From an optimization exercise on the open Yosys and OpenROAD flow, aimed at small area; shortcuts taken in it are not production practice. Function was not checked in any run shown here: the RTL went through the layout flow alone. Power is estimated from default activity; no workload was simulated.

## flow/design.v

```verilog
`timescale 1ns/1ps
`default_nettype none
module fft_seq (
   input  logic clk,
   input  logic rst_n,
   input  logic in_nd,
   output logic ld,
   output logic cap,
   output logic mac,
   output logic first,
   output logic use_a,
   output logic use_b,
   output logic neg_a,
   output logic shift,
   output logic w1,
   output logic w2,
   output logic out_nd,
   output logic overflow
);
   localparam logic [2:0] S_IDLE = 3'd0;
   localparam logic [2:0] S_LOAD = 3'd1;
   localparam logic [2:0] S_CAP  = 3'd2;
   localparam logic [2:0] S_W1   = 3'd3;
   localparam logic [2:0] S_W2   = 3'd4;
   localparam logic [10:0] C946  = 11'd946;
   localparam logic [10:0] C724  = 11'd724;
   localparam logic [10:0] C392  = 11'd392;
   localparam logic [10:0] C1024 = 11'd1024;
   logic [3:0]  ph;           
   logic [2:0]  state;
   logic [3:0]  lo;           
   logic [3:0]  pm;           
   logic        outp, hit, last;
   logic [2:0]  k;
   logic [3:0]  cmp_a, cmp_b;
   assign outp  = (pm == 4'd0);
   assign cmp_a = outp ? {ph[0], ph[1], ph[2], ph[3]} : ph;
   assign cmp_b = (state == S_W1) ? lo : (lo | pm);
   assign hit   = (cmp_a == cmp_b);
   assign last  = &(lo | pm);
   assign k[2] = (pm[2] & lo[3]) | (pm[1] & lo[2]) | (pm[0] & lo[1]);
   assign k[1] = (pm[1] & lo[3]) | (pm[0] & lo[2]);
   assign k[0] = pm[0] & lo[3];
   localparam logic [2:0] CLS_A = 3'd0;    
   localparam logic [2:0] CLS_B = 3'd1;    
   localparam logic [2:0] CLS_1 = 3'd2;    
   localparam logic [2:0] CLS_3 = 3'd3;    
   localparam logic [2:0] CLS_2 = 3'd4;    
   logic [2:0] cls;
   logic [3:0] u;
   logic [3:0] step;
   always_comb
   begin
      case (k)
         3'd0:       cls = CLS_A;
         3'd4:       cls = CLS_B;
         3'd1, 3'd7: cls = CLS_1;
         3'd3, 3'd5: cls = CLS_3;
         default:    cls = CLS_2;
      endcase
   end
   assign u = ph - (lo | pm);
   always_comb
   begin
      case ({cls, u})
         {CLS_A, 4'd1}: step = {1'b1, 1'b1, 1'b0, 1'b0};
         {CLS_B, 4'd1}: step = {1'b1, 1'b0, 1'b1, 1'b0};
         {CLS_1, 4'd1}: step = {1'b1, 1'b1, 1'b0, 1'b1};
         {CLS_1, 4'd2}: step = {1'b1, 1'b0, 1'b0, 1'b1};
         {CLS_1, 4'd3}: step = {1'b1, 1'b0, 1'b1, 1'b1};
         {CLS_1, 4'd4}: step = {1'b1, 1'b1, 1'b0, 1'b1};
         {CLS_1, 4'd5}: step = {1'b1, 1'b1, 1'b0, 1'b1};
         {CLS_1, 4'd6}: step = {1'b1, 1'b0, 1'b0, 1'b1};
         {CLS_1, 4'd7}: step = {1'b1, 1'b1, 1'b0, 1'b0};
         {CLS_1, 4'd8}: step = {1'b1, 1'b0, 1'b1, 1'b1};
         {CLS_1, 4'd9}: step = {1'b1, 1'b1, 1'b0, 1'b0};
         {CLS_1, 4'd10}: step = {1'b1, 1'b0, 1'b1, 1'b1};
         {CLS_1, 4'd11}: step = {1'b1, 1'b1, 1'b0, 1'b1};
         {CLS_3, 4'd1}: step = {1'b1, 1'b0, 1'b1, 1'b1};
         {CLS_3, 4'd2}: step = {1'b1, 1'b0, 1'b0, 1'b1};
         {CLS_3, 4'd3}: step = {1'b1, 1'b1, 1'b0, 1'b1};
         {CLS_3, 4'd4}: step = {1'b1, 1'b0, 1'b1, 1'b1};
         {CLS_3, 4'd5}: step = {1'b1, 1'b0, 1'b1, 1'b1};
         {CLS_3, 4'd6}: step = {1'b1, 1'b0, 1'b0, 1'b1};
         {CLS_3, 4'd7}: step = {1'b1, 1'b1, 1'b0, 1'b0};
         {CLS_3, 4'd8}: step = {1'b1, 1'b0, 1'b1, 1'b1};
         {CLS_3, 4'd9}: step = {1'b1, 1'b1, 1'b0, 1'b0};
         {CLS_3, 4'd10}: step = {1'b1, 1'b0, 1'b1, 1'b1};
         {CLS_3, 4'd11}: step = {1'b1, 1'b0, 1'b1, 1'b1};
         {CLS_2, 4'd1}: step = {1'b1, 1'b1, 1'b0, 1'b0};
         {CLS_2, 4'd2}: step = {1'b1, 1'b0, 1'b1, 1'b1};
         {CLS_2, 4'd3}: step = {1'b1, 1'b0, 1'b0, 1'b1};
         {CLS_2, 4'd4}: step = {1'b1, 1'b1, 1'b0, 1'b0};
         {CLS_2, 4'd5}: step = {1'b1, 1'b0, 1'b1, 1'b1};
         {CLS_2, 4'd6}: step = {1'b1, 1'b0, 1'b0, 1'b1};
         {CLS_2, 4'd7}: step = {1'b1, 1'b1, 1'b0, 1'b0};
         {CLS_2, 4'd8}: step = {1'b1, 1'b0, 1'b1, 1'b1};
         {CLS_2, 4'd9}: step = {1'b1, 1'b1, 1'b0, 1'b0};
         {CLS_2, 4'd10}: step = {1'b1, 1'b0, 1'b1, 1'b1};
         {CLS_2, 4'd11}: step = {1'b1, 1'b0, 1'b0, 1'b1};
         {CLS_2, 4'd12}: step = {1'b1, 1'b1, 1'b0, 1'b0};
         {CLS_2, 4'd13}: step = {1'b1, 1'b0, 1'b1, 1'b1};
         default: step = 4'b0000;
      endcase
   end
   assign mac   = (state == S_W1) & step[3];
   assign use_a = step[2];
   assign use_b = step[1];
   assign shift = step[0];
   assign first = (u == 4'd1);
   assign neg_a = k[2] & (k[1] | k[0]);
   logic ready, cap_b;
   assign ready  = (state == S_IDLE) || ((state == S_CAP) && outp && hit && last);
   assign ld     = in_nd && (ready || (state == S_LOAD));
   assign cap_b  = (state == S_CAP) && !outp && hit;
   assign w1     = (state == S_W1) && hit;
   assign w2     = (state == S_W2) && hit;
   assign cap    = cap_b || w1;
   assign out_nd = (state == S_CAP) && outp && hit;
   always_ff @(posedge clk)
   begin
      ph <= (ready && in_nd) ? 4'd1 : ph + 4'd1;
      if (state == S_LOAD)
      begin
         lo <= 4'd0;
         pm <= 4'd8;
      end
      else if (w2 || out_nd)
      begin
         lo <= ((lo | pm) + 4'd1) & ~pm;
         if (last)
            pm <= pm >> 1;
      end
   end
   always_ff @(posedge clk or negedge rst_n)
   begin
      if (!rst_n)
      begin
         state    <= S_IDLE;
         overflow <= 1'b0;
      end
      else
      begin
         if (in_nd && !(ready || (state == S_LOAD)))
            overflow <= 1'b1;
         case (state)
            S_IDLE:
               if (in_nd)
                  state <= S_LOAD;
            S_LOAD:
               if (ph == 4'd15)
                  state <= S_CAP;
            S_CAP:
               if (hit)
               begin
                  if (!outp)
                     state <= S_W1;
                  else if (last)
                     state <= in_nd ? S_LOAD : S_IDLE;
               end
            S_W1:
               if (w1)
                  state <= S_W2;
            S_W2:
               if (hit)
                  state <= S_CAP;
            default:
               state <= S_IDLE;
         endcase
      end
   end
endmodule
`default_nettype wire
`timescale 1ns/1ps
`default_nettype none
module fft_bf_unit (
   input  logic        clk,
   input  logic        cap,      
   input  logic        mac,      
   input  logic        first,    
   input  logic        use_a,    
   input  logic        use_b,    
   input  logic        neg_a,    
   input  logic        shift,    
   input  logic        w1,
   input  logic        w2,
   input  logic [23:0] r0,
   output logic [23:0] wr_data
);
   logic [23:0] bq;
   logic [13:0] p_re, p_im;
   logic        f_re, f_im;
   logic [13:0] y_re, y_im, x_re, x_im, s_re, s_im;
   logic        neg_re, neg_im, g_re, g_im, zx, cin;
   logic [13:0] b_re, b_im, a_re, a_im;
   assign b_re = {{2{bq[11]}}, bq[11:0]};
   assign b_im = {{2{bq[23]}}, bq[23:12]};
   assign a_re = {{2{r0[11]}}, r0[11:0]};
   assign a_im = {{2{r0[23]}}, r0[23:12]};
   logic sel_a, sel_b, sel_r, sel_2;
   assign sel_a = mac & use_a;
   assign sel_b = mac & use_b & ~use_a;
   assign sel_r = ~mac & w1;
   assign sel_2 = ~mac & w2;
   assign y_re = ({14{sel_a}} & b_re) | ({14{sel_b}} & b_im) | ({14{sel_r}} & a_re)
               | ({14{sel_2}} & {b_re[12:0], 1'b0});
   assign y_im = ({14{sel_a}} & b_im) | ({14{sel_b}} & b_re) | ({14{sel_r}} & a_im)
               | ({14{sel_2}} & {b_im[12:0], 1'b0});
   assign neg_re = (sel_a & neg_a) | sel_2;
   assign neg_im = (sel_a & neg_a) | sel_b | sel_2;
   assign zx   = mac & first;
   assign cin  = w2;
   assign g_re = (f_re & ~zx) ^ neg_re;
   assign g_im = (f_im & ~zx) ^ neg_im;
   assign x_re = (p_re & {14{~zx}}) ^ {14{g_re}};
   assign x_im = (p_im & {14{~zx}}) ^ {14{g_im}};
   logic [14:0] c_re, c_im;
   assign c_re[0] = cin;
   assign c_im[0] = cin;
   for (genvar i = 0; i < 14; i++)
   begin : g_add
      assign s_re[i]   = x_re[i] ^ y_re[i] ^ c_re[i];
      assign c_re[i+1] = (x_re[i] & y_re[i]) | (c_re[i] & (x_re[i] ^ y_re[i]));
      assign s_im[i]   = x_im[i] ^ y_im[i] ^ c_im[i];
      assign c_im[i+1] = (x_im[i] & y_im[i]) | (c_im[i] & (x_im[i] ^ y_im[i]));
   end
   always_ff @(posedge clk)
   begin
      p_re <= (mac && shift) ? {s_re[13], s_re[13:1]} : s_re;
      p_im <= (mac && shift) ? {s_im[13], s_im[13:1]} : s_im;
      f_re <= mac & neg_re;
      f_im <= mac & neg_im;
      if (cap)
         bq <= r0;
   end
   assign wr_data = {s_im[12:1], s_re[12:1]};
endmodule
`default_nettype wire
`timescale 1ns/1ps
`default_nettype none
module fft_ring (
   input  logic        clk,
   input  logic        ld,
   input  logic        wr,
   input  logic [23:0] in_x,
   input  logic [23:0] wr_data,
   output logic [23:0] r0
);
   logic [23:0] r [16];
   always_ff @(posedge clk)
   begin
      for (int i = 0; i < 15; i++)
         r[i] <= r[i+1];
      if (ld)
         r[15] <= in_x;
      else if (wr)
         r[15] <= wr_data;
      else
         r[15] <= r[0];
   end
   assign r0 = r[0];
endmodule
`default_nettype wire
`timescale 1ns/1ps
`default_nettype none
module fft_dit_top (
   input  logic        clk,
   input  logic        rst_n,
   input  logic [23:0] in_x,
   input  logic        in_nd,
   output logic [23:0] out_x,
   output logic        out_nd,
   output logic        overflow
);
   logic        ld, cap, mac, first, use_a, use_b, neg_a, shift, w1, w2;
   logic [23:0] r0, wr_data;
   fft_seq u_seq (
      .clk, .rst_n, .in_nd, .ld, .cap, .mac, .first, .use_a, .use_b, .neg_a,
      .shift, .w1, .w2, .out_nd, .overflow
   );
   fft_bf_unit u_bf (
      .clk, .cap, .mac, .first, .use_a, .use_b, .neg_a, .shift, .w1, .w2,
      .r0, .wr_data
   );
   fft_ring u_ring (
      .clk, .ld, .wr (w1 | w2), .in_x, .wr_data, .r0
   );
   assign out_x = r0;
endmodule
`default_nettype wire
```

## flow/flow/run.sh

```bash
#!/bin/bash
# Standard layout with a lighter clock tree and smaller port buffers:
# no dummy clock loads, mid-size clock buffers and bigger sink clusters.
set -euo pipefail
export CTS_ARGS="-sink_clustering_enable -repair_clock_nets -dont_use_dummy_load -buf_list {sky130_fd_sc_hd__clkbuf_4 sky130_fd_sc_hd__clkbuf_8} -sink_clustering_size 20 -sink_clustering_max_diameter 80"
export BUFFER_PORTS_ARGS="-buffer_cell sky130_fd_sc_hd__buf_1"
bash standard.sh > standard.log 2>&1
```

## flow/standard.sh

```bash
#!/bin/bash
# synth_recipe.tcl (not shown) runs the flow's synth.tcl, then flattens the netlist and writes it again
# the make line also repeats each setting of config.mk as NAME=value (left out here)
make -C /OpenROAD-flow-scripts/flow DESIGN_CONFIG=/design/flow/config.mk WORK_HOME=/design/flow/orfs CLKGATE_MAP_FILE= SYNTH_SCRIPT=/design/flow/synth_recipe.tcl "${@:-finish}"
```

## flow/config.mk

```make
export PLATFORM = sky130hd
export DESIGN_NAME = fft_dit_top
export DESIGN_NICKNAME = fft_dit_top
export VERILOG_FILES = /design/flow/design.v
export SDC_FILE = /design/flow/constraint.sdc
export NUM_CORES = 4
export LEC_CHECK = 0
export CAP_MARGIN = 20
export CORE_MARGIN = 2
export CORE_UTILIZATION = 40
export SLEW_MARGIN = 20
```

## flow/constraint.sdc

```tcl
create_clock -name core_clock -period 10.0 [get_ports {clk}]
set_input_delay 2.0000 -clock core_clock [delete_from_list [all_inputs] [get_ports {clk}]]
set_output_delay 2.0000 -clock core_clock [all_outputs]
set_load 0.01 [all_outputs]
```

==> impl_metrics.py, run 1 <==
metrics = {
    "floorplanning": {
        "fp.dieH_um": 184,
        "placeableCoreArea_um2": 31700,
        "fp.dieW_um": 184,
        "rows": 65,
        "dieArea_um2": 33800,
        "ioPinCount": 53,
        "start_util": 0.408,
    },
    "critical_path": {
        "critPathMaxFanout": 15,
        "cp_top_family": "adder cells",
        "cp_data_required_time_ns": 10.51,
        "cp-end-kind": "flop",
        "cp.arrival_ns": 9.89,
        "critPathLaunchType": "flop",
        "critical_path_buf_inv_count": 3,
        "cpMostUsedCell": "fa_1",
        "critPathKind": "reg2reg",
        "slowest_delay_ns": 0.65,
        "critPathSlowestCell": "dfxtp_1",
    },
    "synthesis": {
        "syn_avg_cell_area_um2": 13.7,
        "synth_fa_ha_area_frac": 0.0518,
        "yosysSeqAreaShare": 0.722,
        "ys.flop_type": "dfxtp_1",
        "synth_cell_types": 71,
        "ys_warn_count": 4,
        "yosys.area_share.simple": 0.0607,
        "netlist_area_um2": 12900,
        "synthXorXnorAreaFrac": 0.0334,
        "synth_edf_count": 24,
        "synth_compound_area_frac": 0.0857,
        "synth_top_family_by_area": "compound AO/OA/AOI/OAI gates",
        "syn-instance-count": 948,
        "synth_mux_area_frac": 0.0316,
        "synth_fp_nets": 1013,
        "synth_seq_cells": 454,
        "synth-async-reset-ratio": 0.00881,
    },
    "drt": {
        "drc": 0,
        "wl_met3_um": 964,
        "routed.top_layer": "met4",
        "wl_per_cell_um": 15.7,
        "routed_wl_mm": 22.0,
        "wl_met1_mm": 10.9,
        "drt_iter0_markers": 394,
        "wl_met2_mm": 9.62,
        "avgViaCountPerCell": 4.84,
        "drt-pass1-iter-count": 6,
        "vias": 6791,
        "drtAntennaViolNets": 0,
    },
    "sta": {
        "period_needed_ns": 9.38,
        "hold_violations": 0,
        "finClkSkew_ns": 0.0729,
        "fmax_mhz": 107,
        "rsz0062_at_grt": "false",
        "post-route-worst-setup-slack_ns": 0.623,
        "tightest_slew_ns": 1.05,
        "finalMaxSlewViolations": 0,
        "setup_viol": 0,
        "setup_tns_ns": 0,
        "fin_crit_sh": 0.938,
        "slew_headroom": 0.298,
    },
    "clocking": {
        "root_buffer": "clkbuf_8",
        "cts_setup_buffers": 0,
        "ctsHoldBuffers": 0,
        "cts_tree": "built",
        "ctsHtreeMaxLevel": 1,
        "clockBufferDepth": 3,
        "cts.sinks": 454,
        "cts_resized": 0,
        "clkTransAtPathRegs_ns": 0.11,
        "clk_latency_ns": 0.61,
        "cts_inserted_buffers": 27,
    },
    "global_route": {
        "track_usage": 0.133,
        "grt_pass1_vias": 6565,
        "antenna_found_initial": 0,
        "grt_max_degree": 49,
        "grt_remaining_overflow": 0,
        "grt_pass1_wl_mm": 35.5,
    },
    "placement": {
        "port_buffers": 52,
        "place_ws_ns": 0.712,
        "gp_congestion": 0.852,
        "post-dp-hpwl_mm": 14.8,
    },
    "final_layout": {
        "diodes": 0,
        "drive_above_1_share": 0.0649,
        "final_cell_mix": "dfxtp_1 (426), nand2_1 (73), nor2_1 (52), buf_1 (52), a21oi_1 (39)",
        "syn_to_final_growth_pct": 7.90,
        "nets": 1068,
        "fin_util": 0.440,
        "layout_commonest_cell": "dfxtp_1",
    },
    "power": {
        "power_leakage_nw": 5.39,
        "max-vdd-ir-drop_mv": 0.117,
        "cellPowerDensity_nw_per_um2": 183,
    },
    "worst_hold_path": {
        "hp-class": "reg2reg",
    },
    "run": {
        "max_cap_viol_count": 0,
    },
    "run_status": {
        "status": "complete, no violations",
    },
}
-- logic make-up after synthesis --
logic type,Yosys count
xor+xnor,44
flops,454
compound gates,152
fa+ha+maj,38
mux,39
simple gates,173
buf+inv,48
-- Yosys cell counts (2+ instances only) --
library cell	instances	area, µm²
dfxtp_1	426	8530
nand2_1	74	278
nor2_1	54	203
a21oi_1	39	195
mux2i_1	33	330
xnor2_1	31	272
clkbuf_1	30	113
o21ai_0	29	145
fa_1	26	521
edfxtp_1	24	721
a222oi_1	23	230
a21boi_0	20	150
ha_1	12	150
inv_1	10	37.5
xor2_1	9	78.8
nand3_1	8	40.0
buf_2	7	35.0
mux2_2	5	56.3
nor3_1	5	25.0
a31oi_1	4	25.0
dfrtp_1	4	100
nand2b_1	4	25.0
nand4_1	4	25.0
a32oi_1	3	26.3
and2_1	3	18.8
o211ai_1	3	22.5
o31ai_1	3	22.5
a211oi_1	2	15.0
a21o_1	2	15.0
a221o_1	2	20.0
a22o_1	2	17.5
and3_1	2	12.5
and3b_1	2	17.5
nand3b_1	2	15.0
nor2b_1	2	12.5
o22ai_1	2	12.5
or2_2	2	12.5
xor2_2	2	32.5
-- registers in the layout, summed over array words and instances (netlist names) --
name and count:
u_bf.bq 24, u_bf.f_im 1, u_bf.f_re 1, u_bf.p_im 14, u_bf.p_re 14, u_ring.r 384, u_seq.lo 4, u_seq.overflow 1
u_seq.ph 4, u_seq.pm 4, u_seq.state 3
-- power breakdown --
| group | internal (mW) | leakage [nW] | switching (mW) |
|---|---|---|---|
| Combinational | 0.00248 | 1.40 | 0.00263 |
| Sequential | 1.82 | 3.79 | 0.00000000000000000454 |
| Clock | 0.243 | 0.194 | 0.492 |
| Total | 2.07 | 5.39 | 0.495 |
-- stage by stage --
stage | hold slack [ns] | power [mW] | cells | area, µm²
detailed placement | 0.312 | 1.87 | 1376 | 13600
global route | 0.273 | 2.67 | 1403 | 14000
global placement | 0.310 | 1.87 | 1376 | 13600
CTS | 0.273 | 2.60 | 1403 | 14000
floorplan | 0.310 | 1.86 | 948 | 12900
finish | 0.274 | 2.56 | 1403 | 14000
-- area by class of cell --
class | instances | area, µm²
fill | 2941 | 17700
inverter | 11 | 41.3
tap | 402 | 503
sequential | 454 | 9350
multi-input combinational | 446 | 3430
clock buffer | 27 | 372
timing repair buffer | 63 | 278
-- worst paths after layout --
path                                      start         endpoint  slack [ns]  depth (start not counted)
max in group asynchronous                 rst_n   u_seq.overflow        8.52                          1
worst max-delay path                u_seq.pm[0]    u_bf.p_im[12]        0.62                         31
worst min-delay path            u_ring.r[7][10]  u_ring.r[6][10]        0.27                          0
min in group asynchronous                 rst_n   u_seq.state[2]        1.26                          1
worst max register to register      u_seq.pm[0]    u_bf.p_im[12]        0.62                         31
worst min register to register  u_ring.r[7][10]  u_ring.r[6][10]        0.27                          0
-- per-layer routing --
layer,vias up,track usage
met1,3321,0.194
met2,133,0.205
met3,39,0.0220
met5,-,0
li1,3298,-
met4,0,0.0314
==> inputs of run 2 (changes only) <==
==> flow/flow/run.sh (replaced) <==
#!/bin/bash
# Standard layout with a lighter clock tree and smaller port buffers:
# no dummy clock loads, mid-size clock buffers and bigger sink clusters.
set -euo pipefail
export CTS_ARGS="-sink_clustering_enable -repair_clock_nets -dont_use_dummy_load -buf_list {sky130_fd_sc_hd__clkbuf_4 sky130_fd_sc_hd__clkbuf_8} -sink_clustering_size 16 -sink_clustering_max_diameter 60"
export BUFFER_PORTS_ARGS="-buffer_cell sky130_fd_sc_hd__buf_1"
bash standard.sh > standard.log 2>&1
==> impl_metrics.py, run 2 <==
metrics = {
    "final_layout": {
        "largest_reg_flops": 384,
        "top_register": "u_ring.r",
        "layout_commonest_cell": "dfxtp_1",
        "final_cell_mix": "dfxtp_1 (426), nand2_1 (73), nor2_1 (52), buf_1 (52), a21oi_1 (39)",
        "drive_above_1_share": 0.0733,
        "final-instance-count-excl-fill": 1412,
        "diodes": 0,
        "reg.largest.list": "u_ring.r: 384 flops, u_bf.bq: 24 flops",
        "nets": 1077,
        "syn_to_final_growth_pct": 8.85,
    },
    "global_route": {
        "grt.busiest_layer": "met2",
        "grt_pass1_wl_mm": 35.6,
        "grt_max_degree": 49,
        "grt.met2_usage": 0.203,
        "grt_pass1_vias": 6624,
        "grt_remaining_overflow": 0,
        "grtUsageMet3": 0.0265,
        "use_met1": 0.194,
        "track_usage": 0.133,
        "antenna_found_initial": 0,
    },
    "clocking": {
        "ctsHoldBuffers": 0,
        "cts_inserted_buffers": 36,
        "cts.sinks": 454,
        "cts_tree": "built",
        "clk_latency_ns": 0.54,
        "clkTransAtPathRegs_ns": 0.09,
        "cts_setup_buffers": 0,
        "cts_resized": 0,
        "ctsHtreeMaxLevel": 2,
        "clockBufferDepth": 3,
        "root_buffer": "clkbuf_8",
    },
    "synthesis": {
        "synth-async-reset-ratio": 0.00881,
        "synth_seq_cells": 454,
        "netlist.area_leader.share": 0.659,
        "synth_mux_area_frac": 0.0316,
        "synth_edf_count": 24,
        "synth_compound_area_frac": 0.0857,
        "synth_cell_types": 71,
        "yosys-top-cells-count": "dfxtp_1 (426), nand2_1 (74), nor2_1 (54)",
        "synth_fa_ha_area_frac": 0.0518,
        "netlist_area_um2": 12900,
        "ys.flop_type": "dfxtp_1",
        "yosysSeqAreaShare": 0.722,
        "synth_top_family_by_area": "compound AO/OA/AOI/OAI gates",
        "synth_top_area_cell": "dfxtp_1",
        "synth.most_common_cell": "dfxtp_1",
        "synthXorXnorAreaFrac": 0.0334,
        "yosys.area_share.simple": 0.0607,
        "syn_avg_cell_area_um2": 13.7,
        "netlist_top_cells_area": "dfxtp_1 (66%), edfxtp_1 (5.6%), fa_1 (4.0%)",
        "ys_warn_count": 4,
        "syn-instance-count": 948,
        "synth_fp_nets": 1013,
    },
    "floorplanning": {
        "rows": 65,
        "fp.dieH_um": 184,
        "placeableCoreArea_um2": 31700,
        "dieArea_um2": 33800,
        "ioPinCount": 53,
        "fp.dieW_um": 184,
        "start_util": 0.408,
    },
    "drt": {
        "drc": 0,
        "drtAntennaViolNets": 0,
        "wl_per_cell_um": 15.6,
        "drt-pass1-iter-count": 6,
        "avgViaCountPerCell": 4.82,
        "vias": 6810,
        "routed_wl_mm": 22.0,
        "drt_iter0_markers": 392,
    },
    "critical_path": {
        "critPathMaxFanout": 15,
        "critPathKind": "reg2reg",
        "cp.arrival_ns": 9.82,
        "cp-end-kind": "flop",
        "slowest_delay_ns": 0.64,
        "critPathSlowestCell": "dfxtp_1",
        "cpMostUsedCell": "fa_1",
        "critPathLaunchType": "flop",
        "cp_data_required_time_ns": 10.44,
    },
    "sta": {
        "hold_violations": 0,
        "tightest_slew_ns": 1.05,
        "period_needed_ns": 9.37,
        "fin_crit_sh": 0.937,
        "setup_tns_ns": 0,
        "finClkSkew_ns": 0.0676,
        "slew_headroom": 0.297,
        "finalMaxSlewViolations": 0,
        "setup_viol": 0,
        "rsz0062_at_grt": "false",
        "fmax_mhz": 107,
    },
    "placement": {
        "port_buffers": 52,
        "gp_congestion": 0.852,
        "post-dp-hpwl_mm": 14.8,
        "placed_cells": 1376,
    },
    "worst_hold_path": {
        "hp-class": "reg2reg",
    },
    "power": {
        "cellPowerDensity_nw_per_um2": 188,
        "max-vdd-ir-drop_mv": 0.101,
        "power_leakage_nw": 5.45,
    },
    "run": {
        "max_cap_viol_count": 0,
    },
    "run_status": {
        "status": "complete, no violations",
    },
}
-- run 2: cell count changes in the layout (fill, tap and decap cells not counted) --
cell	delta
clkbuf_8	+9
-- run 2: area by class of cell --
type,instances,area [µm²]
Clock buffer,36,495
Sequential cell,454,9350
Fill cell,2929,17600
Timing Repair Buffer,63,278
Multi-Input combinational cell,446,3430
Tap cell,402,503
Inverter,11,41.3
-- run 2: power breakdown --
| group | total (mW) | switching [mW] | internal (mW) |
|---|---|---|---|
| logic | 0.00509 | 0.00261 | 0.00248 |
| registers | 1.82 | 0.00000000000000000455 | 1.82 |
| clock network | 0.831 | 0.507 | 0.324 |
| total | 2.66 | 0.510 | 2.15 |
-- run 2: final timing paths --
kind | startpoint | slack, ns | to | cells after the start
worst min-delay path | u_ring.r[14][19] | 0.29 | u_ring.r[13][19] | 0
worst max register to register | u_seq.pm[0] | 0.63 | u_bf.p_im[12] | 31
min in group asynchronous | rst_n | 1.30 | u_seq.state[1] | 1
max in group asynchronous | rst_n | 8.50 | u_seq.state[2] | 1
worst min register to register | u_ring.r[14][19] | 0.29 | u_ring.r[13][19] | 0
worst max-delay path | u_seq.pm[0] | 0.63 | u_bf.p_im[12] | 31
-- run 2: worst max-delay path, delay by kind of cell, from the launching register on --
family / cells / cell delay [ns]
xor gates and xnor gates: 4 / 0.68
DFF: 1 / 0.64
AOI/OAI and AO/OA: 5 / 1.71
and+or+nand+nor: 3 / 0.56
adders and majority gates: 15 / 5.18
buffers and inverters: 3 / 0.27
muxes: 1 / 0.26
-- run 2: cell families after synthesis --
family | Yosys count
muxes | 39
and+or+nand+nor | 173
AOI/OAI and AO/OA | 152
buffers and inverters | 48
xor gates and xnor gates | 44
adders and majority gates | 38
DFF | 454
-- run 2: metrics by stage --
stage                     setup slack, ns  hold WS, ns  cell area [µm²]  power [mW]  utilization
after floorplan                     0.851        0.310            12900        1.86            -
after global placement              0.907        0.310            13600        1.87        0.429
after detailed placement            0.712        0.312            13600        1.87        0.429
after CTS                           0.701        0.284            14100        2.70        0.444
after global routing               0.0709        0.294            14100        2.77        0.444
final                               0.626        0.286            14100        2.66        0.444
-- run 2: routing by layer --
layer,share of wire,up-vias,routed length [µm]
met4,0.021,0,467
li1,-,3322,-
met2,0.43,148,9570
met3,0.045,44,983
met1,0.50,3296,11000
met5,0,-,0
==> inputs of run 3 (changes only) <==
==> flow/flow/run.sh (replaced) <==
#!/bin/bash
# Standard layout with a lighter clock tree and smaller port buffers:
# no dummy clock loads, mid-size clock buffers and bigger sink clusters.
set -euo pipefail
export CTS_ARGS="-sink_clustering_enable -repair_clock_nets -dont_use_dummy_load -buf_list {sky130_fd_sc_hd__clkbuf_8 sky130_fd_sc_hd__clkbuf_16} -sink_clustering_size 24 -sink_clustering_max_diameter 100"
export BUFFER_PORTS_ARGS="-buffer_cell sky130_fd_sc_hd__buf_1"
bash standard.sh > standard.log 2>&1
==> impl_metrics.py, run 3 <==
metrics = {
    "clocking": {
        "cts_resized": 0,
        "clkTransAtPathRegs_ns": 0.10,
        "ctsHoldBuffers": 0,
        "cts.sinks": 454,
        "cts_setup_buffers": 0,
        "root_buffer": "clkbuf_16",
        "clockBufferDepth": 3,
        "clk_latency_ns": 0.55,
        "ctsHtreeMaxLevel": 1,
        "cts_inserted_buffers": 23,
        "cts_tree": "built",
    },
    "floorplanning": {
        "dieArea_um2": 33800,
        "fp.dieH_um": 184,
        "placeableCoreArea_um2": 31700,
        "fp.dieW_um": 184,
        "rows": 65,
        "ioPinCount": 53,
        "start_util": 0.408,
    },
    "critical_path": {
        "slowest_delay_ns": 0.64,
        "cp_data_required_time_ns": 10.45,
        "r2r_cells": 31,
        "critPathSlowestCell": "dfxtp_1",
        "critPathKind": "reg2reg",
        "cp-end-kind": "flop",
        "cpMostUsedCell": "fa_1",
        "critPathMaxFanout": 15,
        "critPathLaunchType": "flop",
        "cp.arrival_ns": 9.84,
    },
    "sta": {
        "fin_crit_sh": 0.939,
        "setup_viol": 0,
        "tightest_slew_ns": 1.06,
        "finalMaxSlewViolations": 0,
        "period_needed_ns": 9.39,
        "slew_headroom": 0.290,
        "rsz0062_at_grt": "false",
        "setup_tns_ns": 0,
        "hold_violations": 0,
        "fmax_mhz": 106,
        "finClkSkew_ns": 0.0577,
    },
    "final_layout": {
        "largest_reg_flops": 384,
        "top_register": "u_ring.r",
        "drive_above_1_share": 0.0612,
        "nFillCells": 2923,
        "diodes": 0,
        "fin_area_um2": 14200,
        "layout_commonest_cell": "dfxtp_1",
        "seq_area_um2": 9350,
        "syn_to_final_growth_pct": 9.47,
        "multiInputGateArea_um2": 3430,
        "reg.largest.list": "u_ring.r: 384 flops, u_bf.bq: 24 flops",
        "final_cell_mix": "dfxtp_1 (426), nand2_1 (73), nor2_1 (52), buf_1 (52), a21oi_1 (39)",
        "nets": 1064,
    },
    "synthesis": {
        "synth_cell_types": 71,
        "synth_fp_nets": 1013,
        "synth_seq_cells": 454,
        "synth-async-reset-ratio": 0.00881,
        "synth_edf_count": 24,
        "syn-instance-count": 948,
        "yosys-top-cells-count": "dfxtp_1 (426), nand2_1 (74), nor2_1 (54)",
        "netlist_top_cells_area": "dfxtp_1 (66%), edfxtp_1 (5.6%), fa_1 (4.0%)",
        "netlist_area_um2": 12900,
        "ys_warn_count": 4,
        "yosysSeqAreaShare": 0.722,
        "syn_avg_cell_area_um2": 13.7,
        "synth_top_area_cell": "dfxtp_1",
        "netlist.area_leader.share": 0.659,
        "ys.flop_type": "dfxtp_1",
        "synth.most_common_cell": "dfxtp_1",
    },
    "placement": {
        "port_buffers": 52,
        "placed_cell_area_um2": 13600,
        "gp_congestion": 0.852,
        "post-dp-hpwl_mm": 14.8,
    },
    "run": {
        "max_cap_viol_count": 0,
    },
    "worst_hold_path": {
        "whs_path_depth": 0,
        "hp-class": "reg2reg",
    },
    "drt": {
        "wl_per_cell_um": 15.7,
        "drc": 0,
        "avgViaCountPerCell": 4.83,
        "drt-pass1-iter-count": 6,
        "drt_iter0_markers": 479,
        "drtAntennaViolNets": 0,
        "vias": 6759,
        "routed_wl_mm": 22.0,
    },
    "global_route": {
        "grt.met2_usage": 0.205,
        "grt_remaining_overflow": 0,
        "grt_pass1_vias": 6570,
        "grt_max_degree": 49,
        "use_met1": 0.194,
        "grt_pass1_wl_mm": 35.6,
        "grt.busiest_layer": "met2",
        "antenna_found_initial": 0,
        "grtUsageMet3": 0.0190,
        "track_usage": 0.132,
    },
    "run_status": {
        "status": "complete, no violations",
    },
    "power": {
        "max-vdd-ir-drop_mv": 0.125,
        "cellPowerDensity_nw_per_um2": 194,
        "power_leakage_nw": 5.48,
    },
}
-- run 3: changes by cell type in the layout (fill, tap and decap cells not counted), sizes merged --
cell,before,now
clkbuf,36,23
-- run 3: power breakdown --
group	internal (mW)	leakage [nW]	switching, mW
registers	1.82	3.79	0.00000000000000000454
logic	0.00248	1.40	0.00260
clock network	0.410	0.283	0.515
total	2.23	5.48	0.517
-- run 3: final cells by class --
class / instances / share of cell area
clock buffer: 23 / 0.0406
inverter: 11 / 0.00291
multi-input combinational: 446 / 0.242
sequential: 454 / 0.660
tap: 402 / 0.0355
timing repair buffer: 63 / 0.0196
-- run 3: through the flow --
| stage | hold WS (ns) | std cells | power (mW) | setup WS [ns] | utilization |
|---|---|---|---|---|---|
| finish | 0.265 | 1399 | 2.75 | 0.605 | 0.447 |
| global route | 0.268 | 1399 | 2.86 | 0.0622 | 0.447 |
| CTS | 0.265 | 1399 | 2.79 | 0.700 | 0.447 |
| detailed placement | 0.312 | 1376 | 1.87 | 0.712 | 0.429 |
| global placement | 0.310 | 1376 | 1.87 | 0.907 | 0.429 |
| floorplan | 0.310 | 948 | 1.86 | 0.851 | - |
-- run 3: path summary, 6_finish.rpt --
check / startpoint / endpoint / slack [ns]
setup / recovery: u_seq.pm[0] / u_bf.p_im[12] / 0.61
hold / removal: u_ring.r[13][10] / u_ring.r[12][10] / 0.27
setup reg to reg: u_seq.pm[0] / u_bf.p_im[12] / 0.61
hold reg to reg: u_ring.r[13][10] / u_ring.r[12][10] / 0.27
max in group asynchronous: rst_n / u_seq.overflow / 8.51
min in group asynchronous: rst_n / u_seq.state[2] / 1.29
-- run 3: critical path: cells and delay by family, from the launching register on --
| kind | cells | cell delay, ns |
|---|---|---|
| and+or+nand+nor | 3 | 0.56 |
| DFF | 1 | 0.64 |
| xor gates and xnor gates | 4 | 0.68 |
| buffers and inverters | 3 | 0.27 |
| adders and majority gates | 15 | 5.19 |
| muxes | 1 | 0.27 |
| AOI/OAI and AO/OA | 5 | 1.71 |
-- run 3: metal layers --
metal / up-vias / wire length, µm
li1: 3289 / -
met2: 135 / 9520
met5: - / 0
met3: 40 / 861
met4: 0 / 563
met1: 3295 / 11000
-- run 3: cells by family after synthesis --
group	share of synthesized area
multiplexers	0.0316
adder cells (fa/ha/maj)	0.0518
XOR/XNOR	0.0334
AND/OR/NAND/NOR	0.0607
buffers and inverters	0.0146
AO/OA/AOI/OAI	0.0857
flip-flops	0.722
==> inputs of run 4 (changes only) <==
--- a/flow/design.v
+++ b/flow/design.v
@@ -6,4 +6,5 @@
    input  logic in_nd,
    output logic ld,
+   output logic park,
    output logic cap,
    output logic mac,
@@ -18,24 +19,20 @@
    output logic overflow
 );
-   localparam logic [2:0] S_IDLE = 3'd0;
-   localparam logic [2:0] S_LOAD = 3'd1;
-   localparam logic [2:0] S_CAP  = 3'd2;
-   localparam logic [2:0] S_W1   = 3'd3;
-   localparam logic [2:0] S_W2   = 3'd4;
-   localparam logic [10:0] C946  = 11'd946;
-   localparam logic [10:0] C724  = 11'd724;
-   localparam logic [10:0] C392  = 11'd392;
-   localparam logic [10:0] C1024 = 11'd1024;
+   localparam logic [2:0] S_IDLE  = 3'd0;
+   localparam logic [2:0] S_LOAD  = 3'd1;
+   localparam logic [2:0] S_RUN   = 3'd2;    
+   localparam logic [2:0] S_BUSY1 = 3'd3;    
+   localparam logic [2:0] S_BUSY2 = 3'd4;    
+   logic [2:0]  state;
    logic [3:0]  ph;           
-   logic [2:0]  state;
+   logic [3:0]  u;            
+   logic        w2f;          
    logic [3:0]  lo;           
    logic [3:0]  pm;           
-   logic        outp, hit, last;
+   logic        busy, outp, hit, last, start;
    logic [2:0]  k;
-   logic [3:0]  cmp_a, cmp_b;
+   assign busy  = (state == S_BUSY1) || (state == S_BUSY2);
    assign outp  = (pm == 4'd0);
-   assign cmp_a = outp ? {ph[0], ph[1], ph[2], ph[3]} : ph;
-   assign cmp_b = (state == S_W1) ? lo : (lo | pm);
-   assign hit   = (cmp_a == cmp_b);
+   assign hit   = outp ? ({ph[0], ph[1], ph[2], ph[3]} == lo) : (ph == (lo | pm));
    assign last  = &(lo | pm);
    assign k[2] = (pm[2] & lo[3]) | (pm[1] & lo[2]) | (pm[0] & lo[1]);
@@ -48,5 +45,4 @@
    localparam logic [2:0] CLS_2 = 3'd4;    
    logic [2:0] cls;
-   logic [3:0] u;
    logic [3:0] step;
    always_comb
@@ -60,5 +56,4 @@
       endcase
    end
-   assign u = ph - (lo | pm);
    always_comb
    begin
@@ -104,5 +99,5 @@
       endcase
    end
-   assign mac   = (state == S_W1) & step[3];
+   assign mac   = (state == S_BUSY1) & step[3];
    assign use_a = step[2];
    assign use_b = step[1];
@@ -110,15 +105,21 @@
    assign first = (u == 4'd1);
    assign neg_a = k[2] & (k[1] | k[0]);
-   logic ready, cap_b;
-   assign ready  = (state == S_IDLE) || ((state == S_CAP) && outp && hit && last);
+   logic ready;
+   assign ready  = (state == S_IDLE) || ((state == S_RUN) && outp && hit && last);
    assign ld     = in_nd && (ready || (state == S_LOAD));
-   assign cap_b  = (state == S_CAP) && !outp && hit;
-   assign w1     = (state == S_W1) && hit;
-   assign w2     = (state == S_W2) && hit;
-   assign cap    = cap_b || w1;
-   assign out_nd = (state == S_CAP) && outp && hit;
+   assign start  = (state == S_RUN) && !outp && hit;
+   assign w1     = (state == S_BUSY1) && (u == -pm);
+   assign w2     = w2f;
+   assign park   = busy;
+   assign cap    = !busy || w1;
+   assign out_nd = (state == S_RUN) && outp && hit;
    always_ff @(posedge clk)
    begin
-      ph <= (ready && in_nd) ? 4'd1 : ph + 4'd1;
+      if (ready && in_nd)
+         ph <= 4'd2;
+      else if (!busy)
+         ph <= ph + 4'd1;
+      u <= start ? 4'd1 : u + 4'd1;
+      w2f <= busy && (u == 4'd15);
       if (state == S_LOAD)
       begin
@@ -126,5 +127,5 @@
          pm <= 4'd8;
       end
-      else if (w2 || out_nd)
+      else if (w1 || out_nd)
       begin
          lo <= ((lo | pm) + 4'd1) & ~pm;
@@ -149,20 +150,19 @@
                   state <= S_LOAD;
             S_LOAD:
-               if (ph == 4'd15)
-                  state <= S_CAP;
-            S_CAP:
-               if (hit)
-               begin
-                  if (!outp)
-                     state <= S_W1;
-                  else if (last)
-                     state <= in_nd ? S_LOAD : S_IDLE;
-               end
-            S_W1:
-               if (w1)
-                  state <= S_W2;
-            S_W2:
-               if (hit)
-                  state <= S_CAP;
+               if (ph == 4'd0)
+                  state <= S_RUN;
+            S_RUN:
+               if (start)
+                  state <= S_BUSY1;
+               else if (outp && hit && last)
+                  state <= in_nd ? S_LOAD : S_IDLE;
+            S_BUSY1:
+               if (u == 4'd15)
+                  state <= S_RUN;
+               else if (w1)
+                  state <= S_BUSY2;
+            S_BUSY2:
+               if (u == 4'd15)
+                  state <= S_RUN;
             default:
                state <= S_IDLE;
@@ -186,7 +186,7 @@
    input  logic        w2,
    input  logic [23:0] r0,
-   output logic [23:0] wr_data
-);
-   logic [23:0] bq;
+   output logic [23:0] wr_data,
+   output logic [23:0] bq
+);
    logic [13:0] p_re, p_im;
    logic        f_re, f_im;
@@ -243,19 +243,23 @@
    input  logic        ld,
    input  logic        wr,
+   input  logic        park,
    input  logic [23:0] in_x,
    input  logic [23:0] wr_data,
+   input  logic [23:0] bq,
    output logic [23:0] r0
 );
-   logic [23:0] r [16];
+   logic [23:0] r [15];
    always_ff @(posedge clk)
    begin
-      for (int i = 0; i < 15; i++)
+      for (int i = 0; i < 14; i++)
          r[i] <= r[i+1];
       if (ld)
-         r[15] <= in_x;
+         r[14] <= in_x;
       else if (wr)
-         r[15] <= wr_data;
+         r[14] <= wr_data;
+      else if (park)
+         r[14] <= r[0];
       else
-         r[15] <= r[0];
+         r[14] <= bq;
    end
    assign r0 = r[0];
@@ -273,16 +277,16 @@
    output logic        overflow
 );
-   logic        ld, cap, mac, first, use_a, use_b, neg_a, shift, w1, w2;
-   logic [23:0] r0, wr_data;
+   logic        ld, park, cap, mac, first, use_a, use_b, neg_a, shift, w1, w2;
+   logic [23:0] r0, wr_data, bq;
    fft_seq u_seq (
-      .clk, .rst_n, .in_nd, .ld, .cap, .mac, .first, .use_a, .use_b, .neg_a,
+      .clk, .rst_n, .in_nd, .ld, .park, .cap, .mac, .first, .use_a, .use_b, .neg_a,
       .shift, .w1, .w2, .out_nd, .overflow
    );
    fft_bf_unit u_bf (
       .clk, .cap, .mac, .first, .use_a, .use_b, .neg_a, .shift, .w1, .w2,
-      .r0, .wr_data
+      .r0, .wr_data, .bq
    );
    fft_ring u_ring (
-      .clk, .ld, .wr (w1 | w2), .in_x, .wr_data, .r0
+      .clk, .ld, .wr (w1 | w2), .park, .in_x, .wr_data, .bq, .r0
    );
    assign out_x = r0;
==> flow/flow/run.sh (replaced) <==
#!/bin/bash
# Standard layout with a lighter clock tree and smaller port buffers:
# no dummy clock loads, mid-size clock buffers and bigger sink clusters.
set -euo pipefail
export CTS_ARGS="-sink_clustering_enable -repair_clock_nets -dont_use_dummy_load -buf_list {sky130_fd_sc_hd__clkbuf_4 sky130_fd_sc_hd__clkbuf_8} -sink_clustering_size 20 -sink_clustering_max_diameter 80"
export BUFFER_PORTS_ARGS="-buffer_cell sky130_fd_sc_hd__buf_1"
bash standard.sh > standard.log 2>&1
==> impl_metrics.py, run 4 <==
metrics = {
    "synthesis": {
        "synth_fa_ha_area_frac": 0.0524,
        "synth_seq_cells": 435,
        "synth_edf_count": 24,
        "synthXorXnorAreaFrac": 0.0354,
        "netlist.area_leader.share": 0.625,
        "syn_avg_cell_area_um2": 12.5,
        "synth_top_family_by_area": "simple AND/OR/NAND/NOR gates",
        "ys.flop_type": "dfxtp_1",
        "synth_compound_area_frac": 0.0837,
        "netlist_top_cells_area": "dfxtp_1 (62%), edfxtp_1 (5.5%), fa_1 (4.0%)",
        "yosysSeqAreaShare": 0.688,
        "synth_fp_nets": 1111,
        "syn-instance-count": 1045,
        "yosys.area_share.simple": 0.0908,
        "ys_warn_count": 4,
        "yosys-top-cells-count": "dfxtp_1 (407), nand2_1 (125), nand3_1 (55)",
        "synth.most_common_cell": "dfxtp_1",
        "synth-async-reset-ratio": 0.00920,
        "synth_mux_area_frac": 0.0229,
        "synth_cell_types": 66,
        "netlist_area_um2": 13000,
        "synth_top_area_cell": "dfxtp_1",
    },
    "critical_path": {
        "critPathLaunchType": "flop",
        "critPathMaxFanout": 17,
        "slowest_delay_ns": 0.68,
        "cpMostUsedCell": "fa_1",
        "critPathSlowestCell": "dfxtp_1",
        "cp.arrival_ns": 9.10,
        "cp_data_required_time_ns": 10.52,
        "path_cells": "inv_1 > ha_1 > o311ai_0 > mux2i_2 > o221ai_4 > xor2_4 > xnor2_1 > fa_1 > fa_1 > fa_1 > fa_1 > fa_1 > fa_1 > fa_1 > fa_1 > fa_1 > fa_1 > fa_1 > inv_1 > fa_1 > fa_1 > xor2_1 > xnor3_1 > mux2_2",
        "r2r_start": "u_seq.u[2]",
        "critPathKind": "reg2reg",
        "setup.worst_path.start": "u_seq.u[2]",
        "cp-end-kind": "flop",
        "critical_path_buf_inv_count": 2,
        "cp_top_family": "adder cells",
    },
    "floorplanning": {
        "dieArea_um2": 34100,
        "fp.dieW_um": 185,
        "fp.dieH_um": 185,
        "ioPinCount": 53,
        "rows": 66,
        "placeableCoreArea_um2": 32300,
        "start_util": 0.404,
    },
    "sta": {
        "fmax_mhz": 117,
        "rsz0062_at_grt": "false",
        "finClkSkew_ns": 0.0735,
        "setup_viol": 0,
        "hold_violations": 0,
        "period_needed_ns": 8.58,
        "finalMaxSlewViolations": 0,
        "slew_headroom": 0.310,
        "fin_crit_sh": 0.858,
        "setup_tns_ns": 0,
        "tightest_slew_ns": 1.03,
    },
    "final_layout": {
        "layout_commonest_cell": "dfxtp_1",
        "fin_area_um2": 14100,
        "final-instance-count-excl-fill": 1532,
        "final_cell_mix": "dfxtp_1 (407), nand2_1 (124), nand3_1 (55)",
        "syn_to_final_growth_pct": 7.94,
        "nets": 1158,
        "diodes": 0,
        "nFillCells": 3044,
        "drive_above_1_share": 0.0541,
        "top_register": "u_ring.r",
        "reg.largest.list": "u_ring.r: 360 flops, u_bf.bq: 24 flops",
        "largest_reg_flops": 360,
    },
    "clocking": {
        "cts_inserted_buffers": 27,
        "cts.sinks": 435,
        "ctsHoldBuffers": 0,
        "cts_setup_buffers": 0,
        "clk_latency_ns": 0.62,
        "clkTransAtPathRegs_ns": 0.12,
        "root_buffer": "clkbuf_8",
        "cts_resized": 0,
        "cts_tree": "built",
        "ctsHtreeMaxLevel": 1,
        "clockBufferDepth": 3,
    },
    "run": {
        "max_cap_viol_count": 0,
    },
    "worst_hold_path": {
        "hp-class": "reg2reg",
        "holdCritStartpoint": "u_ring.r[14][11]",
    },
    "global_route": {
        "track_usage": 0.139,
        "antenna_found_initial": 0,
        "grt_pass1_vias": 7105,
        "grt_max_degree": 49,
        "grt_pass1_wl_mm": 37.8,
        "grt_remaining_overflow": 0,
    },
    "drt": {
        "vias": 7275,
        "drt_iter0_markers": 612,
        "drtAntennaViolNets": 0,
        "drc": 0,
        "avgViaCountPerCell": 4.75,
        "drt-pass1-iter-count": 8,
        "routed_wl_mm": 23.3,
        "wl_per_cell_um": 15.2,
    },
    "placement": {
        "placed_cells": 1505,
        "post-dp-hpwl_mm": 15.5,
        "gp_congestion": 0.833,
        "placed_cell_area_um2": 13700,
        "port_buffers": 52,
    },
    "power": {
        "cellPowerDensity_nw_per_um2": 176,
        "max-vdd-ir-drop_mv": 0.157,
        "p_total_mw": 2.47,
        "power_leakage_nw": 5.91,
    },
    "run_status": {
        "status": "complete, no violations",
    },
}
[run 4: worst paths after layout]
check	slack, ns	to	depth (start not counted)
max	1.42	u_bf.p_im[12]	24
min	0.28	u_ring.r[13][11]	0
max reg2reg	1.42	u_bf.p_im[12]	24
min reg2reg	0.28	u_ring.r[13][11]	0
max in group asynchronous	8.55	u_seq.state[0]	1
min in group asynchronous	1.26	u_seq.state[2]	1
[run 4: worst register-to-register path, delay by kind of cell (launching register included)]
family,cells,cell delay (ns)
fa+ha+maj,14,4.98
xor+xnor,4,1.11
buf+inv,2,0.28
compound gates,2,0.92
flops,1,0.68
mux,2,0.58
[run 4: layer usage]
layer	vias to the layer above	part of all wire	global-route usage	wire length, µm
met5	-	0	0	0
met4	0	0.025	0.0394	579
met3	38	0.050	0.0255	1170
met2	162	0.45	0.220	10400
met1	3493	0.48	0.196	11100
li1	3582	-	-	-
[run 4: layout make-up]
cell class,count,area (µm²),share of cell area
well taps,442,553,0.0393
repair buffers,63,278,0.0197
flip-flops and latches,435,8970,0.637
multi-input cells,520,3730,0.265
clock buffers,27,372,0.0264
inverters,45,169,0.0120
[run 4: logic make-up after synthesis]
family | after synthesis
AOI/OAI and AO/OA | 142
xor gates and xnor gates | 49
adders and majority gates | 39
buffers and inverters | 90
DFF | 435
muxes | 29
and+or+nand+nor | 261
[run 4: stage by stage]
stage	hold slack, ns	setup WS [ns]	util
floorplan	0.310	2.02	-
detailed placement	0.312	1.28	0.424
finish	0.280	1.42	0.436
global placement	0.310	1.51	0.424
CTS	0.284	1.36	0.436
global route	0.290	0.958	0.436
[run 4: report_power, final]
part	switching, mW	internal [mW]
clock	0.480	0.242
sequential	0.00000000000000000450	1.74
combinational	0.00409	0.00322
==> inputs of run 5 (changes only) <==
--- a/flow/design.v
+++ b/flow/design.v
@@ -185,4 +185,7 @@
    input  logic        w1,
    input  logic        w2,
+   input  logic        pass,
+   input  logic        ld,       
+   input  logic [23:0] in_x,
    input  logic [23:0] r0,
    output logic [23:0] wr_data,
@@ -202,12 +205,14 @@
    assign sel_b = mac & use_b & ~use_a;
    assign sel_r = ~mac & w1;
-   assign sel_2 = ~mac & w2;
+   assign sel_2 = ~mac & (w2 | pass) & ~ld;
    assign y_re = ({14{sel_a}} & b_re) | ({14{sel_b}} & b_im) | ({14{sel_r}} & a_re)
-               | ({14{sel_2}} & {b_re[12:0], 1'b0});
+               | ({14{sel_2}} & {b_re[12:0], 1'b0})
+               | ({14{ld}} & {in_x[11], in_x[11:0], 1'b0});
    assign y_im = ({14{sel_a}} & b_im) | ({14{sel_b}} & b_re) | ({14{sel_r}} & a_im)
-               | ({14{sel_2}} & {b_im[12:0], 1'b0});
-   assign neg_re = (sel_a & neg_a) | sel_2;
-   assign neg_im = (sel_a & neg_a) | sel_b | sel_2;
-   assign zx   = mac & first;
+               | ({14{sel_2}} & {b_im[12:0], 1'b0})
+               | ({14{ld}} & {in_x[23], in_x[23:12], 1'b0});
+   assign neg_re = (sel_a & neg_a) | w2;
+   assign neg_im = (sel_a & neg_a) | sel_b | w2;
+   assign zx   = (mac & first) | (pass & ~w2);
    assign cin  = w2;
    assign g_re = (f_re & ~zx) ^ neg_re;
@@ -241,10 +246,6 @@
 module fft_ring (
    input  logic        clk,
-   input  logic        ld,
-   input  logic        wr,
-   input  logic        park,
-   input  logic [23:0] in_x,
+   input  logic        keep,
    input  logic [23:0] wr_data,
-   input  logic [23:0] bq,
    output logic [23:0] r0
 );
@@ -254,12 +255,8 @@
       for (int i = 0; i < 14; i++)
          r[i] <= r[i+1];
-      if (ld)
-         r[14] <= in_x;
-      else if (wr)
-         r[14] <= wr_data;
-      else if (park)
+      if (keep)
          r[14] <= r[0];
       else
-         r[14] <= bq;
+         r[14] <= wr_data;
    end
    assign r0 = r[0];
@@ -285,8 +282,8 @@
    fft_bf_unit u_bf (
       .clk, .cap, .mac, .first, .use_a, .use_b, .neg_a, .shift, .w1, .w2,
-      .r0, .wr_data, .bq
+      .pass (!park), .ld, .in_x, .r0, .wr_data, .bq
    );
    fft_ring u_ring (
-      .clk, .ld, .wr (w1 | w2), .park, .in_x, .wr_data, .bq, .r0
+      .clk, .keep (park & !w1), .wr_data, .r0
    );
    assign out_x = r0;
==> flow/flow/run.sh (replaced) <==
#!/bin/bash
# Standard layout with a lighter clock tree and smaller port buffers:
# no dummy clock loads, mid-size clock buffers and bigger sink clusters.
set -euo pipefail
export CTS_ARGS="-sink_clustering_enable -repair_clock_nets -dont_use_dummy_load -buf_list {sky130_fd_sc_hd__clkbuf_4 sky130_fd_sc_hd__clkbuf_8} -sink_clustering_size 18 -sink_clustering_max_diameter 70"
export BUFFER_PORTS_ARGS="-buffer_cell sky130_fd_sc_hd__buf_1"
bash standard.sh > standard.log 2>&1
==> impl_metrics.py, run 5 <==
metrics = {
    "run_status": {
        "status": "complete, no violations",
    },
    "drt": {
        "wl_per_cell_um": 15.1,
        "wl_met2_mm": 9.16,
        "wl_met1_mm": 10.8,
        "routed.top_layer": "met4",
        "routed_wl_mm": 21.3,
        "drt_iter0_markers": 378,
        "drtAntennaViolNets": 0,
        "vias": 6615,
        "drt-pass1-iter-count": 6,
        "avgViaCountPerCell": 4.69,
        "wl_met3_mm": 1.03,
        "drc": 0,
    },
    "global_route": {
        "grt_pass1_wl_mm": 34.9,
        "antenna_found_initial": 0,
        "track_usage": 0.131,
        "grt_pass1_vias": 6364,
        "grt_remaining_overflow": 0,
        "grt_max_degree": 70,
    },
    "sta": {
        "finClkSkew_ns": 0.0581,
        "hold_violations": 0,
        "period_needed_ns": 8.86,
        "tightest_slew_ns": 0.917,
        "whs_ns": 0.305,
        "slew_headroom": 0.389,
        "setup_tns_ns": 0,
        "fin_crit_sh": 0.886,
        "fmax_mhz": 113,
        "rsz0062_at_grt": "false",
        "setup_viol": 0,
        "finalMaxSlewViolations": 0,
    },
    "power": {
        "power_leakage_nw": 5.54,
        "max-vdd-ir-drop_mv": 0.193,
        "cellPowerDensity_nw_per_um2": 352,
        "p_total_mw": 4.82,
    },
    "synthesis": {
        "synth_edf_count": 24,
        "synth_cell_types": 77,
        "synthXorXnorAreaFrac": 0.0349,
        "yosysSeqAreaShare": 0.707,
        "syn-instance-count": 959,
        "netlist.area_leader.share": 0.643,
        "synth-async-reset-ratio": 0.00920,
        "yosys-top-cells-count": "dfxtp_1 (407), nand2_1 (91), nor2_1 (55)",
        "synth.most_common_cell": "dfxtp_1",
        "synth_seq_cells": 435,
        "synth_fp_nets": 1024,
        "synth_compound_area_frac": 0.0791,
        "netlist_top_cells_area": "dfxtp_1 (64%), edfxtp_1 (5.7%), fa_1 (4.1%)",
        "synth_top_area_cell": "dfxtp_1",
        "ys.flop_type": "dfxtp_1",
        "synth_fa_ha_area_frac": 0.0529,
        "synth_mux_area_frac": 0.0294,
        "syn_avg_cell_area_um2": 13.2,
        "netlist_area_um2": 12700,
        "synth_top_family_by_area": "compound AO/OA/AOI/OAI gates",
        "yosys.area_share.simple": 0.0752,
        "ys_warn_count": 4,
    },
    "final_layout": {
        "diodes": 0,
        "reg.largest.list": "u_ring.r: 360 flops, u_bf.bq: 24 flops",
        "syn_to_final_growth_pct": 7.89,
        "largest_reg_flops": 360,
        "final_cell_mix": "dfxtp_1 (407), nand2_1 (91), nor2_1 (54)",
        "final-instance-count-excl-fill": 1410,
        "nets": 1075,
        "drive_above_1_share": 0.0655,
        "layout_commonest_cell": "dfxtp_1",
        "top_register": "u_ring.r",
    },
    "critical_path": {
        "critPathMaxFanout": 19,
        "cp-end-kind": "flop",
        "critPathSlowestCell": "a22oi_2",
        "critical_path_buf_inv_count": 3,
        "slowest_delay_ns": 0.79,
        "cpMostUsedCell": "fa_1",
        "cp_data_required_time_ns": 10.49,
        "critPathKind": "reg2reg",
        "cp_top_family": "adder cells",
        "critPathLaunchType": "flop",
        "cp.arrival_ns": 9.35,
    },
    "floorplanning": {
        "fp.dieH_um": 182,
        "start_util": 0.404,
        "ioPinCount": 53,
        "dieArea_um2": 33100,
        "placeableCoreArea_um2": 31400,
        "fp.dieW_um": 182,
        "rows": 65,
    },
    "clocking": {
        "cts.sinks": 435,
        "cts_resized": 0,
        "root_buffer": "clkbuf_8",
        "clkTransAtPathRegs_ns": 0.12,
        "cts_inserted_buffers": 28,
        "ctsHtreeMaxLevel": 1,
        "cts_tree": "built",
        "clockBufferDepth": 3,
        "clk_latency_ns": 0.60,
        "cts_setup_buffers": 0,
        "ctsHoldBuffers": 0,
    },
    "placement": {
        "port_buffers": 52,
        "gp_congestion": 0.790,
        "post-dp-hpwl_mm": 14.5,
        "placed_cells": 1382,
    },
    "run": {
        "max_cap_viol_count": 0,
    },
    "worst_hold_path": {
        "hp-class": "reg2reg",
    },
}
[run 5: cell count changes after synthesis, moves of 7 or more]
cell | before | now
nand3_1 | 55 | 9
nor2_1 | 38 | 55
nand2_1 | 125 | 91
inv_1 | 45 | 21
a222oi_1 | 22 | 1
o21ai_0 | 36 | 9
clkbuf_1 | 33 | 26
a21boi_0 | 21 | 1
a221oi_1 | 2 | 21
o21a_1 | 0 | 7
a22oi_1 | 0 | 23
a21oi_1 | 14 | 37
[run 5: cell families (layout without fill, tap and decap cells)]
group	after synthesis	in the layout
adder cells (fa/ha/maj)	38	38
flip-flops	435	435
buffers and inverters	62	111
AND/OR/NAND/NOR	205	205
multiplexers	35	35
XOR/XNOR	48	48
AO/OA/AOI/OAI	136	136
[run 5: layout make-up]
type                       instances  area [µm²]
fill                            2886       17700
sequential                       435        8970
multi-input combinational        462        3480
tap                              402         503
clock buffer                      28         385
timing repair buffer              61         263
inverter                          22        82.6
[run 5: worst register-to-register path, cell delays in order (launching register included)]
cell	delay [ns]
dfxtp_1	0.54
inv_1	0.14
ha_1	0.29
nor3b_2	0.22
nor3_1	0.36
nor4_4	0.16
a22oi_2	0.79
nand2_1	0.21
xnor2_2	0.17
buf_4	0.21
xor2_1	0.21
fa_1	0.44
fa_1	0.38
fa_1	0.39
fa_1	0.39
fa_1	0.39
fa_1	0.39
fa_1	0.39
fa_1	0.41
fa_1	0.40
fa_1	0.39
fa_1	0.36
inv_1	0.07
fa_1	0.18
fa_1	0.18
xor2_1	0.15
xor3_1	0.25
mux2_2	0.27
[run 5: layer usage]
| metal | track usage | vias up |
|---|---|---|
| li1 | - | 3301 |
| met1 | 0.193 | 3181 |
| met2 | 0.199 | 101 |
| met3 | 0.0281 | 32 |
| met4 | 0.0300 | 0 |
| met5 | 0 | - |
[run 5: worst paths after layout]
check	startpoint	to	slack [ns]	cells after the start
max reg2reg	u_seq.u[1]	u_bf.p_re[12]	1.14	27
min in group asynchronous	rst_n	u_seq.state[2]	1.28	1
max in group asynchronous	rst_n	u_seq.overflow	8.53	1
max	u_seq.u[1]	u_bf.p_re[12]	1.14	27
min	u_ring.r[12][16]	u_ring.r[11][16]	0.31	0
min reg2reg	u_ring.r[12][16]	u_ring.r[11][16]	0.31	0
[run 5: power breakdown]
group | leakage (nW) | total [mW] | internal [mW] | switching, mW
Clock | 0.201 | 0.725 | 0.251 | 0.474
Combinational | 1.61 | 1.08 | 0.459 | 0.619
Sequential | 3.73 | 3.02 | 2.68 | 0.339
Total | 5.54 | 4.82 | 3.39 | 1.43
[run 5: through the flow]
stage / instance area, µm² / util / worst slack [ns]
after global routing: 13700 / 0.436 / 0.627
final: 13700 / 0.436 / 1.14
after global placement: 13300 / 0.424 / 1.31
after CTS: 13700 / 0.436 / 1.08
after floorplan: 12700 / - / 1.99
after detailed placement: 13300 / 0.424 / 1.06
==> inputs of run 6 (changes only) <==
==> flow/flow/run.sh (replaced) <==
#!/bin/bash
# Standard layout with a lighter clock tree and smaller port buffers:
# no dummy clock loads, mid-size clock buffers and bigger sink clusters.
set -euo pipefail
export CTS_ARGS="-sink_clustering_enable -repair_clock_nets -dont_use_dummy_load -buf_list {sky130_fd_sc_hd__clkbuf_4 sky130_fd_sc_hd__clkbuf_8} -sink_clustering_size 20 -sink_clustering_max_diameter 60"
export BUFFER_PORTS_ARGS="-buffer_cell sky130_fd_sc_hd__buf_1"
bash standard.sh > standard.log 2>&1
==> impl_metrics.py, run 6 <==
metrics = {
    "final_layout": {
        "top_register": "u_ring.r",
        "drive_above_1_share": 0.0673,
        "final-instance-count-excl-fill": 1412,
        "largest_reg_flops": 360,
        "seq_area_um2": 8970,
        "nets": 1077,
        "diodes": 0,
        "syn_to_final_growth_pct": 8.11,
        "reg.largest.list": "u_ring.r: 360 flops, u_bf.bq: 24 flops",
        "final_cell_mix": "dfxtp_1 (407), nand2_1 (91), nor2_1 (54)",
        "multiInputGateArea_um2": 3480,
        "fin_util": 0.437,
        "fin_area_um2": 13700,
        "nFillCells": 2887,
        "layout_commonest_cell": "dfxtp_1",
    },
    "power": {
        "p_sw_mw": 1.44,
        "clkPwrFrac": 0.155,
        "max-vdd-ir-drop_mv": 0.153,
        "power_leakage_nw": 5.55,
        "internal_power_mw": 3.41,
        "p_sw_frac": 0.298,
        "p_seq_frac": 0.622,
        "cellPowerDensity_nw_per_um2": 354,
        "comb_power_share": 0.223,
    },
    "drt": {
        "drtAntennaViolNets": 0,
        "avgViaCountPerCell": 4.70,
        "drt_iter0_markers": 355,
        "drc": 0,
        "routed_wl_mm": 21.5,
        "wl_per_cell_um": 15.2,
        "drt-pass1-iter-count": 5,
        "vias": 6643,
    },
    "critical_path": {
        "cp-end-kind": "flop",
        "critPathLaunchType": "flop",
        "r2r-end": "u_bf.p_im[12]",
        "slowest_delay_ns": 0.79,
        "r2r_start": "u_seq.u[1]",
        "critPathMaxFanout": 19,
        "rrSetupSlack_ns": 1.20,
        "critPathSlowestCell": "a22oi_2",
        "cpMostUsedCell": "fa_1",
        "critPathKind": "reg2reg",
        "cp_data_required_time_ns": 10.49,
        "cp.arrival_ns": 9.28,
        "r2r_cells": 27,
    },
    "synthesis": {
        "synth_fp_nets": 1024,
        "ys_warn_count": 4,
        "netlist_area_um2": 12700,
        "synth-async-reset-ratio": 0.00920,
        "synthXorXnorAreaFrac": 0.0349,
        "syn-instance-count": 959,
        "synth_top_area_cell": "dfxtp_1",
        "netlist.area_leader.share": 0.643,
        "yosysSeqAreaShare": 0.707,
        "netlist_top_cells_area": "dfxtp_1 (64%), edfxtp_1 (5.7%), fa_1 (4.1%)",
        "synth.most_common_cell": "dfxtp_1",
        "syn_avg_cell_area_um2": 13.2,
        "yosys.area_share.simple": 0.0752,
        "synth_compound_area_frac": 0.0791,
        "yosys-top-cells-count": "dfxtp_1 (407), nand2_1 (91), nor2_1 (55)",
        "synth_top_family_by_area": "compound AO/OA/AOI/OAI gates",
        "synth_mux_area_frac": 0.0294,
        "synth_seq_cells": 435,
        "synth_cell_types": 77,
        "synth_edf_count": 24,
        "ys.flop_type": "dfxtp_1",
        "synth_fa_ha_area_frac": 0.0529,
    },
    "worst_hold_path": {
        "holdCritStartpoint": "u_ring.r[9][9]",
        "hp-class": "reg2reg",
        "min_to": "u_ring.r[8][9]",
        "whs_path_depth": 0,
    },
    "sta": {
        "fmax_mhz": 114,
        "rsz0062_at_grt": "false",
        "fin_crit_sh": 0.880,
        "finClkSkew_ns": 0.0594,
        "finalMaxSlewViolations": 0,
        "setup_tns_ns": 0,
        "slew_headroom": 0.386,
        "tightest_slew_ns": 0.920,
        "setup_viol": 0,
        "hold_violations": 0,
        "period_needed_ns": 8.80,
    },
    "clocking": {
        "ctsHtreeMaxLevel": 1,
        "cts_inserted_buffers": 30,
        "ctsHoldBuffers": 0,
        "clk_latency_ns": 0.60,
        "cts_resized": 0,
        "root_buffer": "clkbuf_8",
        "clkTransAtPathRegs_ns": 0.11,
        "cts.sinks": 435,
        "cts_tree": "built",
        "clockBufferDepth": 3,
        "cts_setup_buffers": 0,
    },
    "global_route": {
        "grt_pass1_vias": 6407,
        "antenna_found_initial": 0,
        "grt_max_degree": 70,
        "track_usage": 0.132,
        "grt_remaining_overflow": 0,
        "grt_pass1_wl_mm": 35.1,
    },
    "run": {
        "max_cap_viol_count": 0,
    },
    "placement": {
        "placed_cells": 1382,
        "post-dp-hpwl_mm": 14.5,
        "placed_cell_area_um2": 13300,
        "gp_congestion": 0.790,
        "port_buffers": 52,
    },
    "floorplanning": {
        "rows": 65,
        "ioPinCount": 53,
        "fp.dieW_um": 182,
        "start_util": 0.404,
        "placeableCoreArea_um2": 31400,
        "dieArea_um2": 33100,
        "fp.dieH_um": 182,
    },
    "run_status": {
        "status": "complete, no violations",
    },
}
-- run 6: cell count changes in the layout (fill, tap and decap cells not counted) --
cell | previous run | this run
clkbuf_8 | 28 | 30
-- run 6: kinds of logic after synthesis --
family / Yosys count
buffers and inverters: 62
xor gates and xnor gates: 48
AOI/OAI and AO/OA: 136
DFF: 435
muxes: 35
adders and majority gates: 38
and+or+nand+nor: 205
-- run 6: worst max-delay path by stage --
stage	endpoint	cells after the start	slack, ns	start
6_report	u_bf.p_im[12]	27	1.20	u_seq.u[1]
5_1_grt	u_bf.p_im[12]	26	0.59	u_seq.u[0]
4_1_cts	u_bf.p_re[12]	27	1.12	u_seq.u[1]
3_5_place_dp	u_bf.p_re[12]	27	1.06	u_seq.u[1]
3_3_place_gp	u_bf.p_re[12]	27	1.31	u_seq.u[1]
2_1_floorplan	u_bf.p_re[12]	23	1.99	in_nd
-- run 6: cell type report --
cell class | count | area share
Timing Repair Buffer | 61 | 0.0192
Clock buffer | 30 | 0.0301
Tap cell | 402 | 0.0367
Multi-Input combinational cell | 462 | 0.254
Sequential cell | 435 | 0.654
Inverter | 22 | 0.00602
-- run 6: power by group through the flow --
stage	Clock [mW]	Sequential [mW]	Combinational (mW)
2_1_floorplan	0	2.92	0.801
3_3_place_gp	0	3.05	1.08
3_5_place_dp	0	3.07	1.09
4_1_cts	0.785	3.04	1.10
5_1_grt	0.848	3.12	1.23
6_report	0.751	3.02	1.08
-- run 6: metrics by stage --
step	setup WS [ns]	hold WS (ns)	total power, mW
after floorplan	1.99	0.310	3.72
after global placement	1.31	0.310	4.13
after detailed placement	1.06	0.312	4.16
after CTS	1.12	0.287	4.92
after global routing	0.590	0.285	5.19
final	1.20	0.289	4.85
-- run 6: worst max-delay path: cells and delay by family, from the launching register on --
kind,cells,cell delay [ns]
adder cells (fa/ha/maj),14,5.03
AO/OA/AOI/OAI,4,1.50
AND/OR/NAND/NOR,5,1.10
XOR/XNOR,2,0.33
flip-flops,1,0.53
buffers and inverters,2,0.22
-- run 6: metal layers --
metal  vias to the layer above  share of wire  GRT usage
met3                        34          0.042     0.0267
li1                       3306              -          -
met1                      3201           0.50      0.194
met4                         0          0.023     0.0335
met2                       102           0.43      0.200
met5                         -              0          0

==> separate check: timing with driven ports <==
The results above use ideal ports. As a check the final layouts listed here were re-extracted and re-timed, cells and wires unchanged.
Step 1: set_driving_cell puts a clkbuf_16 on clk and a buf_2 on each other input, an assumption about the parent block.
Step 2, shift: input delay + t, output delay - t, t = (earliest + latest rising clock arrival at the registers) / 2. This alone moves slack from input paths to output paths.
Three values: ideal, step 1, step 2; two values: the first two.
run	t (ns)	slack for setup (ns)	worst slew at a driven data input, ns	pins driven straight from the clock port
run 1	0.613	0.623 / 0.623 / 0.623	0.05	1
run 2	0.549	0.626 / 0.626 / 0.626	0.05	1
run 3	0.561	0.605 / 0.605 / 0.605	0.05	1
run 4	0.622	1.418 / 1.418 / 1.418	0.03	1
run 5	0.614	1.140 / 1.140 / 1.140	0.03	1
run 6	0.615	1.205 / 1.205 / 1.205	0.03	1
After both steps setup and hold are still met in every run listed.
